Background: an optimization exercise with open tools, aiming at small area, a short achievable clock period and few clock cycles per item. Do not read the settings as production practice. At most, simulation tests tie the RTL to the original design; equivalence was not proved. Power is estimated from default activity; no workload was simulated.

Setup of v6:
## data_cache
module data_cache #(
    parameter int LINES       = cache_pkg::DEF_LINES,
    parameter int MEM_LATENCY = cache_pkg::DEF_MEM_LATENCY
) (
    input  logic        clk,
    input  logic        rst,
    input  logic [31:0] address,
    input  logic [31:0] writeData,
    input  logic        cpuRead,
    input  logic        cpuWrite,
    output logic [31:0] readData,
    output logic        stall,
    output logic [31:0] memAddress,
    output logic [31:0] memWriteData,
    output logic        memRead,
    output logic        memWrite,
    input  logic [31:0] memReadData,
    output logic [15:0] hitCount,
    output logic [15:0] missCount
);
    localparam int         INDEX_W = $clog2(LINES);
    localparam int         TAG_W   = 32 - $clog2(LINES);
    localparam logic [2:0] WR_LAST = 3'(MEM_LATENCY - 1);
    localparam logic [2:0] RD_LAST = 3'(MEM_LATENCY);
    logic [2:0]         r_phase;
    logic               r_wr;      
    logic               r_hit;     
    logic               r_done;    
    logic               r_memrd;   
    logic               r_memwr;   
    logic [31:0]        r_rdata;   
    logic [15:0]        r_hits;
    logic [15:0]        r_misses;
    logic [31:0]        w_line_data;
    logic               w_hit;
    logic               w_lookup;
    logic               w_fill;
    logic               w_we;
    logic [2:0]         w_phase;
    assign w_lookup = (r_phase == 3'd0);
    assign w_fill   = (r_phase == RD_LAST);
    assign w_we     = r_done && (r_wr ? r_hit : r_memrd);
    cache_array #(
        .LINES        (LINES),
        .INDEX_W      (INDEX_W),
        .TAG_W        (TAG_W),
  ...
export LEC_CHECK = 0
export CAP_MARGIN = 20
export CORE_MARGIN = 2
export CORE_UTILIZATION = 55
export CTS_BUF_LIST = sky130_fd_sc_hd__clkbuf_16
export CTS_CLUSTER_DIAMETER = 150
export CTS_CLUSTER_SIZE = 26
export SETUP_SLACK_MARGIN = 4.5
export SLEW_MARGIN = 20
create_clock -name core_clock -period 8.0 [get_ports {clk}]
run.sh (not shown) runs the stock make flow with config.mk's settings and CLKGATE_MAP_FILE= SYNTH_SCRIPT=/design/flow/synth_recipe.tcl, a recipe that flattens the netlist after the stock synthesis.
Here is what was changed in the inputs of v7 compared with v6.
--- a/flow/design.v
+++ b/flow/design.v
@@ -14,93 +14,78 @@
     input  logic [TAG_W-1:0]   i_tag,
     output logic               o_rd_hit,
     output logic [31:0]        o_rd_data,
     input  logic               i_we,
     input  logic [31:0]        i_wr_data
 );
     localparam int HS_W = $clog2(HEAD_SPACING);
     logic [LINES-1:0]   r_valid;
     logic [TAG_W-1:0]   r_tag  [LINES];
     logic [31:0]        r_data [LINES];
-    logic [HS_W-1:0]    r_rot;
+    logic [INDEX_W-1:0] r_rot;
     logic               r_pend;
     logic [INDEX_W-1:0] r_pend_index;
     logic [TAG_W-1:0]   r_pend_tag;
     logic [31:0]        r_pend_data;
     logic [INDEX_W-1:0] w_rd_slot;
     logic [INDEX_W-1:0] w_dst_slot;
     logic               w_drain;
     logic [LINES-1:0]   w_sel;
+    logic [LINES-1:0]   w_match;
     logic               w_pend_hit;
-    assign w_dst_slot = {r_pend_index[INDEX_W-1:HS_W], r_pend_index[HS_W-1:0] + r_rot + HS_W'(1)};
+    assign w_dst_slot = r_pend_index + r_rot + INDEX_W'(1);
     assign w_drain    = r_pend && (w_dst_slot[HS_W-1:0] == '0);
     always_ff @(posedge i_clk) begin
         for (int s = 0; s < LINES; s++) begin
             if (s % HEAD_SPACING == 0 && w_drain && w_dst_slot == INDEX_W'(s)) begin
                 r_tag[s]  <= r_pend_tag;
                 r_data[s] <= r_pend_data;
             end else begin
-                r_tag[s]  <= r_tag[s - s % HEAD_SPACING + (s + HEAD_SPACING - 1) % HEAD_SPACING];
-                r_data[s] <= r_data[s - s % HEAD_SPACING + (s + HEAD_SPACING - 1) % HEAD_SPACING];
+                r_tag[s]  <= r_tag[(s + LINES - 1) % LINES];
+                r_data[s] <= r_data[(s + LINES - 1) % LINES];
             end
         end
     end
     always_ff @(posedge i_clk) begin
         if (i_clear) begin
             r_valid <= '0;
             r_rot   <= '0;
             r_pend  <= 1'b0;
         end else begin
             for (int s = 0; s < LINES; s++) begin
                 if (s % HEAD_SPACING == 0 && w_drain && w_dst_slot == INDEX_W'(s))
                     r_valid[s] <= 1'b1;
                 else
-                    r_valid[s] <= r_valid[s - s % HEAD_SPACING + (s + HEAD_SPACING - 1) % HEAD_SPACING];
+                    r_valid[s] <= r_valid[(s + LINES - 1) % LINES];
             end
-            r_rot <= r_rot + HS_W'(1);
+            r_rot <= r_rot + INDEX_W'(1);
             if (i_we)
                 r_pend <= 1'b1;
             else if (w_drain)
                 r_pend <= 1'b0;
         end
     end
     always_ff @(posedge i_clk) begin
         if (i_we) begin
             r_pend_index <= i_index;
             r_pend_tag   <= i_tag;
             r_pend_data  <= i_wr_data;
         end
     end
-    assign w_rd_slot  = {i_index[INDEX_W-1:HS_W], i_index[HS_W-1:0] + r_rot};
+    assign w_rd_slot  = i_index + r_rot;
     assign w_sel      = LINES'(1) << w_rd_slot;
     assign w_pend_hit = r_pend && (r_pend_index == i_index);
-    localparam int RINGS = LINES / HEAD_SPACING;
-    logic [RINGS-1:0]        w_ring_sel;
-    logic [HEAD_SPACING-1:0] w_pos_sel;
-    logic [HEAD_SPACING-1:0] w_pos_valid;
-    logic [TAG_W-1:0]        w_pos_tag [HEAD_SPACING];
-    logic [HEAD_SPACING-1:0] w_pos_match;
-    assign w_ring_sel = RINGS'(1) << i_index[INDEX_W-1:HS_W];
-    assign w_pos_sel  = HEAD_SPACING'(1) << w_rd_slot[HS_W-1:0];
-    always_comb begin
-        for (int p = 0; p < HEAD_SPACING; p++) begin
-            w_pos_valid[p] = 1'b0;
-            w_pos_tag[p]   = '0;
-            for (int g = 0; g < RINGS; g++) begin
-                w_pos_valid[p] = w_pos_valid[p] | (r_valid[g * HEAD_SPACING + p] & w_ring_sel[g]);
-                w_pos_tag[p]   = w_pos_tag[p] | (r_tag[g * HEAD_SPACING + p] & {TAG_W{w_ring_sel[g]}});
-            end
-            w_pos_match[p] = w_pos_valid[p] && (w_pos_tag[p] == i_tag);
-        end
+    for (genvar s = 0; s < LINES; s++) begin : g_match
+        assign w_match[s] = r_valid[s] && (r_tag[s] == i_tag);
     end
     always_comb begin
-        o_rd_hit  = |(w_pos_match & w_pos_sel);
+        o_rd_hit  = |(w_match & w_sel);
         o_rd_data = '0;
         for (int s = 0; s < LINES; s++)
             o_rd_data = o_rd_data | (r_data[s] & {32{w_sel[s]}});
         if (w_pend_hit) begin
             o_rd_hit  = (r_pend_tag == i_tag);
             o_rd_data = r_pend_data;
         end
     end
 endmodule
 module data_cache #(
@@ -158,21 +143,21 @@
         .o_rd_hit   (w_hit),
         .o_rd_data  (w_line_data),
         .i_we       (w_we),
         .i_wr_data  (r_wr ? writeData : memReadData)
     );
     assign memAddress   = address;
     assign memWriteData = writeData;
     assign memRead      = !rst && r_memrd;
     assign memWrite     = !rst && (w_lookup ? cpuWrite : r_memwr);
     assign stall        = !r_done;
-    assign readData     = (memReadData & {32{r_memrd}}) | r_rdata;
+    assign readData     = r_memrd ? memReadData : r_rdata;
     always_comb begin
         w_phase = r_phase + 3'd1;
         if (w_lookup && !(cpuRead || cpuWrite))
             w_phase = 3'd0;
         if (r_done)
             w_phase = 3'd0;
     end
     always_ff @(posedge clk) begin
         if (rst) begin
             r_phase  <= 3'd0;
@@ -198,15 +183,15 @@
                 r_hits <= r_hits + 16'd1;
             if (w_fill && r_misses != 16'hFFFF)
                 r_misses <= r_misses + 16'd1;
         end
     end
     always_ff @(posedge clk) begin
         if (w_lookup) begin
             r_wr  <= cpuWrite;
             r_hit <= w_hit;
         end
-        r_rdata <= w_lookup ? w_line_data : '0;
+        r_rdata <= w_line_data;
     end
     assign hitCount  = r_hits;
     assign missCount = r_misses;
 endmodule
- Clock skew: v7 > v6
- v7 gives less part of the power in the clock network than v6 did.
- Diff v6 -> v7: data arrival time of the worst path now sits at about the same level, die area now sits higher, hold slack now sits higher, endpoint required time on the critical path now sits higher.
Testbench counts of v7, summed over its fixed seeds: cycles 246,981, ops 64,000.
The RTL of v6 was laid out without a check of its function.

---

Another version of the RTL of data_cache (not shown whole).
Size: ~2100 flip-flops, roughly 230 I/O pins.
==> module cache_array, before the edit <==
module cache_array #(
    parameter int LINES        = 32,
    parameter int INDEX_W      = 5,
    parameter int TAG_W        = 27,
    parameter int HEAD_SPACING = 4
) (
    input  logic               i_clk,
    input  logic               i_clear,
    input  logic [INDEX_W-1:0] i_index,
    input  logic [TAG_W-1:0]   i_tag,
    output logic               o_rd_hit,
    output logic [31:0]        o_rd_data,
    input  logic               i_we,
    input  logic [31:0]        i_wr_data
);
    localparam int HS_W = $clog2(HEAD_SPACING);
    logic [LINES-1:0]   r_valid;
    logic [TAG_W-1:0]   r_tag  [LINES];
    logic [31:0]        r_data [LINES];
    logic [HS_W-1:0]    r_rot;
    logic               r_pend;
    logic [INDEX_W-1:0] r_pend_index;
    logic [TAG_W-1:0]   r_pend_tag;
    logic [31:0]        r_pend_data;
    logic [INDEX_W-1:0] w_rd_slot;
    logic [INDEX_W-1:0] w_dst_slot;
    logic               w_drain;
    logic [LINES-1:0]   w_sel;
    logic [LINES-1:0]   w_match;
    logic               w_pend_hit;
    assign w_dst_slot = {r_pend_index[INDEX_W-1:HS_W], r_pend_index[HS_W-1:0] + r_rot + HS_W'(1)};
    assign w_drain    = r_pend && (w_dst_slot[HS_W-1:0] == '0);
    always_ff @(posedge i_clk) begin
        for (int s = 0; s < LINES; s++) begin
            if (s % HEAD_SPACING == 0 && w_drain && w_dst_slot == INDEX_W'(s)) begin
                r_tag[s]  <= r_pend_tag;
                r_data[s] <= r_pend_data;
            end else begin
                r_tag[s]  <= r_tag[s - s % HEAD_SPACING + (s + HEAD_SPACING - 1) % HEAD_SPACING];
                r_data[s] <= r_data[s - s % HEAD_SPACING + (s + HEAD_SPACING - 1) % HEAD_SPACING];
            end
        end
    end
    always_ff @(posedge i_clk) begin
        if (i_clear) begin
            r_valid <= '0;
            r_rot   <= '0;
            r_pend  <= 1'b0;
        end else begin
            for (int s = 0; s < LINES; s++) begin
                if (s % HEAD_SPACING == 0 && w_drain && w_dst_slot == INDEX_W'(s))
                    r_valid[s] <= 1'b1;
                else
                    r_valid[s] <= r_valid[s - s % HEAD_SPACING + (s + HEAD_SPACING - 1) % HEAD_SPACING];
            end
            r_rot <= r_rot + HS_W'(1);
            if (i_we)
                r_pend <= 1'b1;
            else if (w_drain)
                r_pend <= 1'b0;
        end
    end
    always_ff @(posedge i_clk) begin
        if (i_we) begin
            r_pend_index <= i_index;
            r_pend_tag   <= i_tag;
            r_pend_data  <= i_wr_data;
        end
    end
    assign w_rd_slot  = {i_index[INDEX_W-1:HS_W], i_index[HS_W-1:0] + r_rot};
    assign w_sel      = LINES'(1) << w_rd_slot;
    assign w_pend_hit = r_pend && (r_pend_index == i_index);
    for (genvar s = 0; s < LINES; s++) begin : g_match
        assign w_match[s] = r_valid[s] && (r_tag[s] == i_tag);
    end
    always_comb begin
        o_rd_hit  = |(w_match & w_sel);
        o_rd_data = '0;
        for (int s = 0; s < LINES; s++)
            o_rd_data = o_rd_data | (r_data[s] & {32{w_sel[s]}});
        if (w_pend_hit) begin
            o_rd_hit  = (r_pend_tag == i_tag);
            o_rd_data = r_pend_data;
        end
    end
endmodule
clock: 8.0 ns
lec_check: 0
cap_margin: 20
core_margin: 2
core_utilization: 55
cts_buf_list: sky130_fd_sc_hd__clkbuf_16
cts_cluster_diameter: 150
cts_cluster_size: 26
setup_slack_margin: 4.5
slew_margin: 20
The first run completed without violations.
==> next run, changes <==
--- a/flow/design.v
+++ b/flow/design.v
@@ -28,11 +28,12 @@
     logic [31:0]        r_pend_data;
     logic [INDEX_W-1:0] w_rd_slot;
     logic [INDEX_W-1:0] w_dst_slot;
     logic               w_drain;
     logic [LINES-1:0]   w_sel;
-    logic [LINES-1:0]   w_match;
+    logic               w_valid;
+    logic [TAG_W-1:0]   w_tag;
     logic               w_pend_hit;
     assign w_dst_slot = {r_pend_index[INDEX_W-1:HS_W], r_pend_index[HS_W-1:0] + r_rot + HS_W'(1)};
     assign w_drain    = r_pend && (w_dst_slot[HS_W-1:0] == '0);
     always_ff @(posedge i_clk) begin
         for (int s = 0; s < LINES; s++) begin
@@ -72,18 +73,19 @@
         end
     end
     assign w_rd_slot  = {i_index[INDEX_W-1:HS_W], i_index[HS_W-1:0] + r_rot};
     assign w_sel      = LINES'(1) << w_rd_slot;
     assign w_pend_hit = r_pend && (r_pend_index == i_index);
-    for (genvar s = 0; s < LINES; s++) begin : g_match
-        assign w_match[s] = r_valid[s] && (r_tag[s] == i_tag);
-    end
     always_comb begin
-        o_rd_hit  = |(w_match & w_sel);
+        w_valid   = |(r_valid & w_sel);
+        w_tag     = '0;
         o_rd_data = '0;
-        for (int s = 0; s < LINES; s++)
+        for (int s = 0; s < LINES; s++) begin
+            w_tag     = w_tag | (r_tag[s] & {TAG_W{w_sel[s]}});
             o_rd_data = o_rd_data | (r_data[s] & {32{w_sel[s]}});
+        end
+        o_rd_hit  = w_valid && (w_tag == i_tag);
         if (w_pend_hit) begin
             o_rd_hit  = (r_pend_tag == i_tag);
             o_rd_data = r_pend_data;
         end
     end
Outcome: Critical path depth went up by 14. Setup slack is worse by 0.68 ns. Non-clock buffer count rose by 231. First-iteration DRC count went up by 33%. Sequential power hardly moves. Hold slack barely changes. Power rises by 5.7%. Routed wire length rises by 13%. Clock-buffer cell count climbs by 2. Synthesized cell count drops by 3.5%. Clock skew fell by 0.0049 ns. Design area came out higher by 2.2%. Utilization is higher by 2.8 points.
Function was not checked in any run of this note: the RTL went through the layout flow alone.

---

The RTL this note starts from:
==> flow/design.v <==
package cache_pkg;
    localparam int DEF_LINES       = 32;
    localparam int DEF_MEM_LATENCY = 4;
endpackage
module cache_array #(
    parameter int LINES        = 32,
    parameter int INDEX_W      = 5,
    parameter int TAG_W        = 27,
    parameter int HEAD_SPACING = 4
) (
    input  logic               i_clk,
    input  logic               i_clear,
    input  logic [INDEX_W-1:0] i_index,
    input  logic [TAG_W-1:0]   i_tag,
    output logic               o_rd_hit,
    output logic [31:0]        o_rd_data,
    input  logic               i_we,
    input  logic [31:0]        i_wr_data
);
    localparam int HS_W = $clog2(HEAD_SPACING);
    logic [LINES-1:0]   r_valid;
    logic [TAG_W-1:0]   r_tag  [LINES];
    logic [31:0]        r_data [LINES];
    logic [HS_W-1:0]    r_rot;
    logic               r_pend;
    logic [INDEX_W-1:0] r_pend_index;
    logic [TAG_W-1:0]   r_pend_tag;
    logic [31:0]        r_pend_data;
    logic [INDEX_W-1:0] w_rd_slot;
    logic [INDEX_W-1:0] w_dst_slot;
    logic               w_drain;
    logic [LINES-1:0]   w_sel;
    logic               w_pend_hit;
    assign w_dst_slot = {r_pend_index[INDEX_W-1:HS_W], r_pend_index[HS_W-1:0] + r_rot + HS_W'(1)};
    assign w_drain    = r_pend && (w_dst_slot[HS_W-1:0] == '0);
    always_ff @(posedge i_clk) begin
        for (int s = 0; s < LINES; s++) begin
            if (s % HEAD_SPACING == 0 && w_drain && w_dst_slot == INDEX_W'(s)) begin
                r_tag[s]  <= r_pend_tag;
                r_data[s] <= r_pend_data;
            end else begin
                r_tag[s]  <= r_tag[s - s % HEAD_SPACING + (s + HEAD_SPACING - 1) % HEAD_SPACING];
                r_data[s] <= r_data[s - s % HEAD_SPACING + (s + HEAD_SPACING - 1) % HEAD_SPACING];
            end
        end
    end
    always_ff @(posedge i_clk) begin
        if (i_clear) begin
            r_valid <= '0;
            r_rot   <= '0;
            r_pend  <= 1'b0;
        end else begin
            for (int s = 0; s < LINES; s++) begin
                if (s % HEAD_SPACING == 0 && w_drain && w_dst_slot == INDEX_W'(s))
                    r_valid[s] <= 1'b1;
                else
                    r_valid[s] <= r_valid[s - s % HEAD_SPACING + (s + HEAD_SPACING - 1) % HEAD_SPACING];
            end
            r_rot <= r_rot + HS_W'(1);
            if (i_we)
                r_pend <= 1'b1;
            else if (w_drain)
                r_pend <= 1'b0;
        end
    end
    always_ff @(posedge i_clk) begin
        if (i_we) begin
            r_pend_index <= i_index;
            r_pend_tag   <= i_tag;
            r_pend_data  <= i_wr_data;
        end
    end
    assign w_rd_slot  = {i_index[INDEX_W-1:HS_W], i_index[HS_W-1:0] + r_rot};
    assign w_sel      = LINES'(1) << w_rd_slot;
    assign w_pend_hit = r_pend && (r_pend_index == i_index);
    localparam int RINGS = LINES / HEAD_SPACING;
    logic [RINGS-1:0]        w_ring_sel;
    logic [HEAD_SPACING-1:0] w_pos_sel;
    logic [HEAD_SPACING-1:0] w_pos_valid;
    logic [TAG_W-1:0]        w_pos_tag [HEAD_SPACING];
    logic [HEAD_SPACING-1:0] w_pos_match;
    assign w_ring_sel = RINGS'(1) << i_index[INDEX_W-1:HS_W];
    assign w_pos_sel  = HEAD_SPACING'(1) << w_rd_slot[HS_W-1:0];
    always_comb begin
        for (int p = 0; p < HEAD_SPACING; p++) begin
            w_pos_valid[p] = 1'b0;
            w_pos_tag[p]   = '0;
            for (int g = 0; g < RINGS; g++) begin
                w_pos_valid[p] = w_pos_valid[p] | (r_valid[g * HEAD_SPACING + p] & w_ring_sel[g]);
                w_pos_tag[p]   = w_pos_tag[p] | (r_tag[g * HEAD_SPACING + p] & {TAG_W{w_ring_sel[g]}});
            end
            w_pos_match[p] = w_pos_valid[p] && (w_pos_tag[p] == i_tag);
        end
    end
    always_comb begin
        o_rd_hit  = |(w_pos_match & w_pos_sel);
        o_rd_data = '0;
        for (int s = 0; s < LINES; s++)
            o_rd_data = o_rd_data | (r_data[s] & {32{w_sel[s]}});
        if (w_pend_hit) begin
            o_rd_hit  = (r_pend_tag == i_tag);
            o_rd_data = r_pend_data;
        end
    end
endmodule
module data_cache #(
    parameter int LINES       = cache_pkg::DEF_LINES,
    parameter int MEM_LATENCY = cache_pkg::DEF_MEM_LATENCY
) (
    input  logic        clk,
    input  logic        rst,
    input  logic [31:0] address,
    input  logic [31:0] writeData,
    input  logic        cpuRead,
    input  logic        cpuWrite,
    output logic [31:0] readData,
    output logic        stall,
    output logic [31:0] memAddress,
    output logic [31:0] memWriteData,
    output logic        memRead,
    output logic        memWrite,
    input  logic [31:0] memReadData,
    output logic [15:0] hitCount,
    output logic [15:0] missCount
);
    localparam int         INDEX_W = $clog2(LINES);
    localparam int         TAG_W   = 32 - $clog2(LINES);
    localparam logic [2:0] WR_LAST = 3'(MEM_LATENCY - 1);
    localparam logic [2:0] RD_LAST = 3'(MEM_LATENCY);
    logic [2:0]         r_phase;
    logic               r_wr;      
    logic               r_hit;     
    logic               r_done;    
    logic               r_memrd;   
    logic               r_memwr;   
    logic [31:0]        r_rdata;   
    logic [15:0]        r_hits;
    logic [15:0]        r_misses;
    logic [31:0]        w_line_data;
    logic               w_hit;
    logic               w_hit_raw;
    logic               r_rst;     
    logic               w_lookup;
    logic               w_fill;
    logic               w_we;
    logic [2:0]         w_phase;
    assign w_hit    = w_hit_raw && !r_rst;
    assign w_lookup = (r_phase == 3'd0);
    assign w_fill   = (r_phase == RD_LAST);
    assign w_we     = r_done && (r_wr ? r_hit : r_memrd);
    cache_array #(
        .LINES        (LINES),
        .INDEX_W      (INDEX_W),
        .TAG_W        (TAG_W),
        .HEAD_SPACING (MEM_LATENCY)
    ) u_array (
        .i_clk      (clk),
        .i_clear    (r_rst),
        .i_index    (address[INDEX_W-1:0]),
        .i_tag      (address[31:INDEX_W]),
        .o_rd_hit   (w_hit_raw),
        .o_rd_data  (w_line_data),
        .i_we       (w_we),
        .i_wr_data  (r_wr ? writeData : memReadData)
    );
    assign memAddress   = address;
    assign memWriteData = writeData;
    assign memRead      = !rst && r_memrd;
    assign memWrite     = !rst && (w_lookup ? cpuWrite : r_memwr);
    assign stall        = !r_done;
    assign readData     = (memReadData & {32{r_memrd}}) | r_rdata;
    always_comb begin
        w_phase = r_phase + 3'd1;
        if (w_lookup && !(cpuRead || cpuWrite))
            w_phase = 3'd0;
        if (r_done)
            w_phase = 3'd0;
    end
    always_ff @(posedge clk) begin
        if (rst) begin
            r_phase  <= 3'd0;
            r_done   <= 1'b0;
            r_memrd  <= 1'b0;
            r_memwr  <= 1'b0;
        end else begin
            r_phase <= w_phase;
            if (w_lookup) begin
                r_done  <= !cpuWrite && cpuRead && w_hit;
                r_memrd <= !cpuWrite && cpuRead && !w_hit;
                r_memwr <= cpuWrite;
            end else begin
                r_done  <= !r_done && (w_phase == (r_wr ? WR_LAST : RD_LAST));
                if (r_done) begin
                    r_memrd <= 1'b0;
                    r_memwr <= 1'b0;
                end
            end
        end
    end
    always_ff @(posedge clk) begin
        r_rst <= rst;
        if (r_rst) begin
            r_hits   <= '0;
            r_misses <= '0;
        end else begin
            if (r_done && !r_wr && !r_memrd && r_hits != 16'hFFFF)
                r_hits <= r_hits + 16'd1;
            if (w_fill && r_misses != 16'hFFFF)
                r_misses <= r_misses + 16'd1;
        end
    end
    always_ff @(posedge clk) begin
        if (w_lookup) begin
            r_wr  <= cpuWrite;
            r_hit <= w_hit;
        end
        r_rdata <= w_lookup ? w_line_data : '0;
    end
    assign hitCount  = r_hits & {16{!r_rst}};
    assign missCount = r_misses & {16{!r_rst}};
endmodule
export LEC_CHECK = 0
export CAP_MARGIN = 20
export CORE_MARGIN = 2
export CORE_UTILIZATION = 55
export CTS_BUF_LIST = sky130_fd_sc_hd__clkbuf_16
export CTS_CLUSTER_DIAMETER = 150
export CTS_CLUSTER_SIZE = 26
export SETUP_SLACK_MARGIN = 5.0
export SLEW_MARGIN = 20
create_clock -name core_clock -period 8.0 [get_ports {clk}]
Testbench counts at the start, summed over its fixed seeds: cycles 246,981, ops 64,000.
Edit:
--- a/flow/design.v
+++ b/flow/design.v
@@ -29,8 +29,9 @@
     logic [INDEX_W-1:0] w_rd_slot;
     logic [INDEX_W-1:0] w_dst_slot;
     logic               w_drain;
     logic [LINES-1:0]   w_sel;
+    logic [LINES-1:0]   w_match;
     logic               w_pend_hit;
     assign w_dst_slot = {r_pend_index[INDEX_W-1:HS_W], r_pend_index[HS_W-1:0] + r_rot + HS_W'(1)};
     assign w_drain    = r_pend && (w_dst_slot[HS_W-1:0] == '0);
     always_ff @(posedge i_clk) begin
@@ -72,29 +73,13 @@
     end
     assign w_rd_slot  = {i_index[INDEX_W-1:HS_W], i_index[HS_W-1:0] + r_rot};
     assign w_sel      = LINES'(1) << w_rd_slot;
     assign w_pend_hit = r_pend && (r_pend_index == i_index);
-    localparam int RINGS = LINES / HEAD_SPACING;
-    logic [RINGS-1:0]        w_ring_sel;
-    logic [HEAD_SPACING-1:0] w_pos_sel;
-    logic [HEAD_SPACING-1:0] w_pos_valid;
-    logic [TAG_W-1:0]        w_pos_tag [HEAD_SPACING];
-    logic [HEAD_SPACING-1:0] w_pos_match;
-    assign w_ring_sel = RINGS'(1) << i_index[INDEX_W-1:HS_W];
-    assign w_pos_sel  = HEAD_SPACING'(1) << w_rd_slot[HS_W-1:0];
-    always_comb begin
-        for (int p = 0; p < HEAD_SPACING; p++) begin
-            w_pos_valid[p] = 1'b0;
-            w_pos_tag[p]   = '0;
-            for (int g = 0; g < RINGS; g++) begin
-                w_pos_valid[p] = w_pos_valid[p] | (r_valid[g * HEAD_SPACING + p] & w_ring_sel[g]);
-                w_pos_tag[p]   = w_pos_tag[p] | (r_tag[g * HEAD_SPACING + p] & {TAG_W{w_ring_sel[g]}});
-            end
-            w_pos_match[p] = w_pos_valid[p] && (w_pos_tag[p] == i_tag);
-        end
+    for (genvar s = 0; s < LINES; s++) begin : g_match
+        assign w_match[s] = r_valid[s] && (r_tag[s] == i_tag);
     end
     always_comb begin
-        o_rd_hit  = |(w_pos_match & w_pos_sel);
+        o_rd_hit  = |(w_match & w_sel);
         o_rd_data = '0;
         for (int s = 0; s < LINES; s++)
             o_rd_data = o_rd_data | (r_data[s] & {32{w_sel[s]}});
         if (w_pend_hit) begin
@@ -137,15 +122,12 @@
     logic [15:0]        r_hits;
     logic [15:0]        r_misses;
     logic [31:0]        w_line_data;
     logic               w_hit;
-    logic               w_hit_raw;
-    logic               r_rst;     
     logic               w_lookup;
     logic               w_fill;
     logic               w_we;
     logic [2:0]         w_phase;
-    assign w_hit    = w_hit_raw && !r_rst;
     assign w_lookup = (r_phase == 3'd0);
     assign w_fill   = (r_phase == RD_LAST);
     assign w_we     = r_done && (r_wr ? r_hit : r_memrd);
     cache_array #(
@@ -154,12 +136,12 @@
         .TAG_W        (TAG_W),
         .HEAD_SPACING (MEM_LATENCY)
     ) u_array (
         .i_clk      (clk),
-        .i_clear    (r_rst),
+        .i_clear    (rst),
         .i_index    (address[INDEX_W-1:0]),
         .i_tag      (address[31:INDEX_W]),
-        .o_rd_hit   (w_hit_raw),
+        .o_rd_hit   (w_hit),
         .o_rd_data  (w_line_data),
         .i_we       (w_we),
         .i_wr_data  (r_wr ? writeData : memReadData)
     );
@@ -181,8 +163,10 @@
             r_phase  <= 3'd0;
             r_done   <= 1'b0;
             r_memrd  <= 1'b0;
             r_memwr  <= 1'b0;
+            r_hits   <= '0;
+            r_misses <= '0;
         end else begin
             r_phase <= w_phase;
             if (w_lookup) begin
                 r_done  <= !cpuWrite && cpuRead && w_hit;
@@ -194,16 +178,8 @@
                     r_memrd <= 1'b0;
                     r_memwr <= 1'b0;
                 end
             end
-        end
-    end
-    always_ff @(posedge clk) begin
-        r_rst <= rst;
-        if (r_rst) begin
-            r_hits   <= '0;
-            r_misses <= '0;
-        end else begin
             if (r_done && !r_wr && !r_memrd && r_hits != 16'hFFFF)
                 r_hits <= r_hits + 16'd1;
             if (w_fill && r_misses != 16'hFFFF)
                 r_misses <= r_misses + 16'd1;
@@ -215,7 +191,7 @@
             r_hit <= w_hit;
         end
         r_rdata <= w_lookup ? w_line_data : '0;
     end
-    assign hitCount  = r_hits & {16{!r_rst}};
-    assign missCount = r_misses & {16{!r_rst}};
+    assign hitCount  = r_hits;
+    assign missCount = r_misses;
 endmodule
The new run passed the timing, DRC and antenna checks; sequential share of layout area went down by 3.1 points; core utilization is higher by 1.6 points; via count came out higher by 8.6%; setup slack gains 0.45 ns; flip-flop and latch count drops by 1.
Testbench counts after the change, summed over its fixed seeds: cycles 246,981, ops 64,000.

-- afterwards: timing with drivers on the ports --
How much do the figures lean on ideal ports? The routed layouts below were timed once more, with nothing changed but the port constraints. Step 1 (the two cells are an assumption about what drives the block):
set clk [get_ports {clk}]
set_driving_cell -lib_cell sky130_fd_sc_hd__clkbuf_16 $clk
set_driving_cell -lib_cell sky130_fd_sc_hd__buf_2 [delete_from_list [all_inputs] $clk]
Step 2 moves the port delays by t, midway between the first and last clock arrival at a register: inputs arrive t later, outputs are due t later. That takes back most of the time a late clock gives input paths. Three values: ideal ports, drivers, drivers and shift; two values: the first two.
| run | t, ns | slack for setup (ns) | worst register clock-pin slew, ns | pins driven straight from the clock port |
|---|---|---|---|---|
| v6 | 0.789 | 4.057 / 3.702 / 2.913 | 0.11 / 0.11 | 1 |
| v7 | 0.788 | 4.127 / 4.070 / 3.350 | 0.11 / 0.11 | 1 |
| the first run of note 2 | 0.797 | 4.234 / 4.187 / 3.589 | 0.11 / 0.11 | 1 |
| the second run of note 2 | 0.821 | 3.551 / 3.408 / 2.587 | 0.11 / 0.11 | 1 |
| the first run of note 3 | 0.796 | 3.970 / 3.743 / 2.947 | 0.11 / 0.11 | 1 |
| the second run of note 3 | 0.794 | 4.419 / 4.284 / 3.663 | 0.11 / 0.11 | 1 |
After both steps every run listed still meets setup and hold. For v6, which loses most, drivers alone change the setup slack by -0.355 ns; drivers and shift together by -1.144 ns.
